What follows belongs to an exercise in optimizing a design on an open flow for small area, a short achievable clock period and few clock cycles per item; a production flow would make more cautious choices. The RTL was checked by simulation tests, not by an equivalence proof against the original design.

// convex_polygon_sat_overlap_core
module convex_polygon_sat_overlap_core #(
  parameter int MAX_VERTICES = csat_pkg::MAX_VERTICES_DEF,
  parameter int COORD_BITS   = csat_pkg::COORD_BITS_DEF
) (
  input  logic                            clk_i,
  input  logic                            rst_ni,
  input  logic                            in_valid_i,
  output logic                            in_ready_o,
  input  logic [csat_pkg::CMD_W-1:0]      in_command_i,
  input  logic [csat_pkg::FIELD_W-1:0]    in_vertex_x_i,
  input  logic [csat_pkg::FIELD_W-1:0]    in_vertex_y_i,
  output logic                            out_valid_o,
  input  logic                            out_ready_i,
  output logic                            out_overlap_o,
  output logic [csat_pkg::STATUS_W-1:0]   out_status_o
);
For scale: ~2000 flip-flops, about 43 I/O pins, about 120000 um^2 of cells after synthesis.
==> flow/config.mk <==
export PLATFORM = sky130hd
export DESIGN_NAME = convex_polygon_sat_overlap_core
export DESIGN_NICKNAME = convex_polygon_sat_overlap_core
export VERILOG_FILES = /design/flow/design.v
export SDC_FILE = /design/flow/constraint.sdc
export NUM_CORES = 4
export LEC_CHECK = 0
export CAP_MARGIN = 20
export CORE_MARGIN = 2
export CORE_UTILIZATION = 40
export PLACE_DENSITY = 0.5
export SETUP_SLACK_MARGIN = 4
export SLEW_MARGIN = 20
export TNS_END_PERCENT = 10
==> flow/constraint.sdc <==
create_clock -name core_clock -period 10.0 [get_ports {clk_i}]
set_input_delay 2.0000 -clock core_clock [delete_from_list [all_inputs] [get_ports {clk_i}]]
set_output_delay 2.0000 -clock core_clock [all_outputs]
set_load 0.01 [all_outputs]
run.sh (not shown) runs the stock make flow with config.mk's settings and CLKGATE_MAP_FILE= SYNTH_SCRIPT=/design/flow/synth_recipe.tcl, a recipe that flattens the netlist after the stock synthesis.
The starting point ran to the end with no violations.
Testbench counts at the start, summed over its fixed seeds: cycles 18,017, tests 320.
Then changed:
--- a/flow/design.v
+++ b/flow/design.v
@@ -2549,13 +2549,13 @@
       if (test_start) begin
         c_rst_q[c]  <= 1'b1;
         c_more_q[c] <= 1'b1;
       end
       if (iss && (iss_c == c)) begin
         c_rst_q[c]  <= 1'b0;
-        c_more_q[c] <= (s_k + 5'd1 != m_q) || !(run_q || rq_test);
+        c_more_q[c] <= (s_k + 5'd1 != m_q);
       end
       if (iss_new && (iss_c == c)) begin
         c_own_q[c]  <= ax_own_q;
         c_base_q[c] <= ax_base_q;
         c_nx_q[c]   <= ax_nx_q;
         c_ny_q[c]   <= ax_ny_q;
Outcome: The new run ran to the end with no violations; non-clock buffer count goes down by 13; design area falls by 0.65%; routed wire length shrinks by 5.4%; worst hold slack loses 0.020 ns; clock skew goes down by 0.048 ns.
Testbench counts after the change, summed over its fixed seeds: cycles 18,133, tests 320.

--- another note on this design; it stands on its own ---

// convex_polygon_sat_overlap_core
module convex_polygon_sat_overlap_core #(
  parameter int MAX_VERTICES = csat_pkg::MAX_VERTICES_DEF,
  parameter int COORD_BITS   = csat_pkg::COORD_BITS_DEF
) (
  input  logic                            clk_i,
  input  logic                            rst_ni,
  input  logic                            in_valid_i,
  output logic                            in_ready_o,
  input  logic [csat_pkg::CMD_W-1:0]      in_command_i,
  input  logic [csat_pkg::FIELD_W-1:0]    in_vertex_x_i,
  input  logic [csat_pkg::FIELD_W-1:0]    in_vertex_y_i,
  output logic                            out_valid_o,
  input  logic                            out_ready_i,
  output logic                            out_overlap_o,
  output logic [csat_pkg::STATUS_W-1:0]   out_status_o
);
export LEC_CHECK = 0
export ABC_AREA = 1
export CAP_MARGIN = 20
export CORE_MARGIN = 2
export CORE_UTILIZATION = 55
export PLACE_DENSITY = 0.62
export SETUP_SLACK_MARGIN = 4
export SLEW_MARGIN = 20
export TNS_END_PERCENT = 10
create_clock -name core_clock -period 10.0 [get_ports {clk_i}]
run.sh (not shown) runs the stock make flow with config.mk's settings and CLKGATE_MAP_FILE= SYNTH_SCRIPT=/design/flow/synth_recipe.tcl, a recipe that flattens the netlist after the stock synthesis.
Testbench counts at the start, summed over its fixed seeds: cycles 18,017, tests 320.
Next try:
--- a/flow/config.mk
+++ b/flow/config.mk
@@ -7,7 +7,6 @@
 export LEC_CHECK = 0
-export ABC_AREA = 1
 export CAP_MARGIN = 20
 export CORE_MARGIN = 2
-export CORE_UTILIZATION = 55
-export PLACE_DENSITY = 0.62
+export CORE_UTILIZATION = 48
+export PLACE_DENSITY = 0.55
 export SETUP_SLACK_MARGIN = 4
What happened: Hold slack degrades by 0.0061 ns; final cell count decreases by 12%; die area rises by 11%; worst setup slack degrades by 0.20 ns; first-iteration DRC count is lower by 19%; clock-buffer cell count goes down by 9; non-clock buffer count grows by 141.

* * *

convex_polygon_sat_overlap_core again, from the RTL that the note above started with.
// convex_polygon_sat_overlap_core
module convex_polygon_sat_overlap_core #(
  parameter int MAX_VERTICES = csat_pkg::MAX_VERTICES_DEF,
  parameter int COORD_BITS   = csat_pkg::COORD_BITS_DEF
) (
  input  logic                            clk_i,
  input  logic                            rst_ni,
  input  logic                            in_valid_i,
  output logic                            in_ready_o,
  input  logic [csat_pkg::CMD_W-1:0]      in_command_i,
  input  logic [csat_pkg::FIELD_W-1:0]    in_vertex_x_i,
  input  logic [csat_pkg::FIELD_W-1:0]    in_vertex_y_i,
  output logic                            out_valid_o,
  input  logic                            out_ready_i,
  output logic                            out_overlap_o,
  output logic [csat_pkg::STATUS_W-1:0]   out_status_o
);
export LEC_CHECK = 0
export ABC_AREA = 1
export CAP_MARGIN = 20
export CORE_MARGIN = 2
export CORE_UTILIZATION = 45
export PLACE_DENSITY = 0.5
export SETUP_SLACK_MARGIN = 4
export SLEW_MARGIN = 20
export TNS_END_PERCENT = 10
create_clock -name core_clock -period 10.0 [get_ports {clk_i}]
Testbench counts at the start, summed over its fixed seeds: cycles 18,017, tests 320.
Rerun with:
Settings changed: CORE_UTILIZATION 45 to 48, PLACE_DENSITY 0.5 to 0.55.
Outcome: Worst hold slack is about the same; utilization goes up by 3.1 points; wire length goes up by 2.9%; design area decreases by 0.55%; via count climbs by 1.5%; final cell count drops by 1.2%; critical path depth came out higher by 10; register-to-register slack improves by 0.10 ns.

==> what the ideal ports hide <==
In the flow no input, the clock included, has a driving cell. The finished layouts below were timed again as built, in two steps. Step 1 (the two cells are an assumption about what drives the block):
set clk [get_ports {clk_i}]
set_driving_cell -lib_cell sky130_fd_sc_hd__clkbuf_16 $clk
set_driving_cell -lib_cell sky130_fd_sc_hd__buf_2 [delete_from_list [all_inputs] $clk]
Step 2, shift: input delay + t, output delay - t, t = (earliest + latest rising clock arrival at the registers) / 2. This alone moves slack from input paths to output paths. Slacks: ideal / step 1 / step 2; pairs: ideal / step 1.
run	shift t [ns]	setup WS [ns]	latest minus earliest clock arrival (ns)
the first run of note 1	1.003	3.540 / 3.540 / 3.540	0.158 / 0.158
the second run of note 1	0.991	3.620 / 3.620 / 3.620	0.108 / 0.108
the first run of note 2	0.980	3.806 / 3.806 / 3.806	0.129 / 0.129
the second run of note 2	0.961	3.601 / 3.601 / 3.601	0.098 / 0.098
the first run of note 3	1.001	3.679 / 3.679 / 3.679	0.159 / 0.159
the second run of note 3	1.019	3.780 / 3.780 / 3.780	0.139 / 0.139
After both steps setup and hold are still met in every run listed.
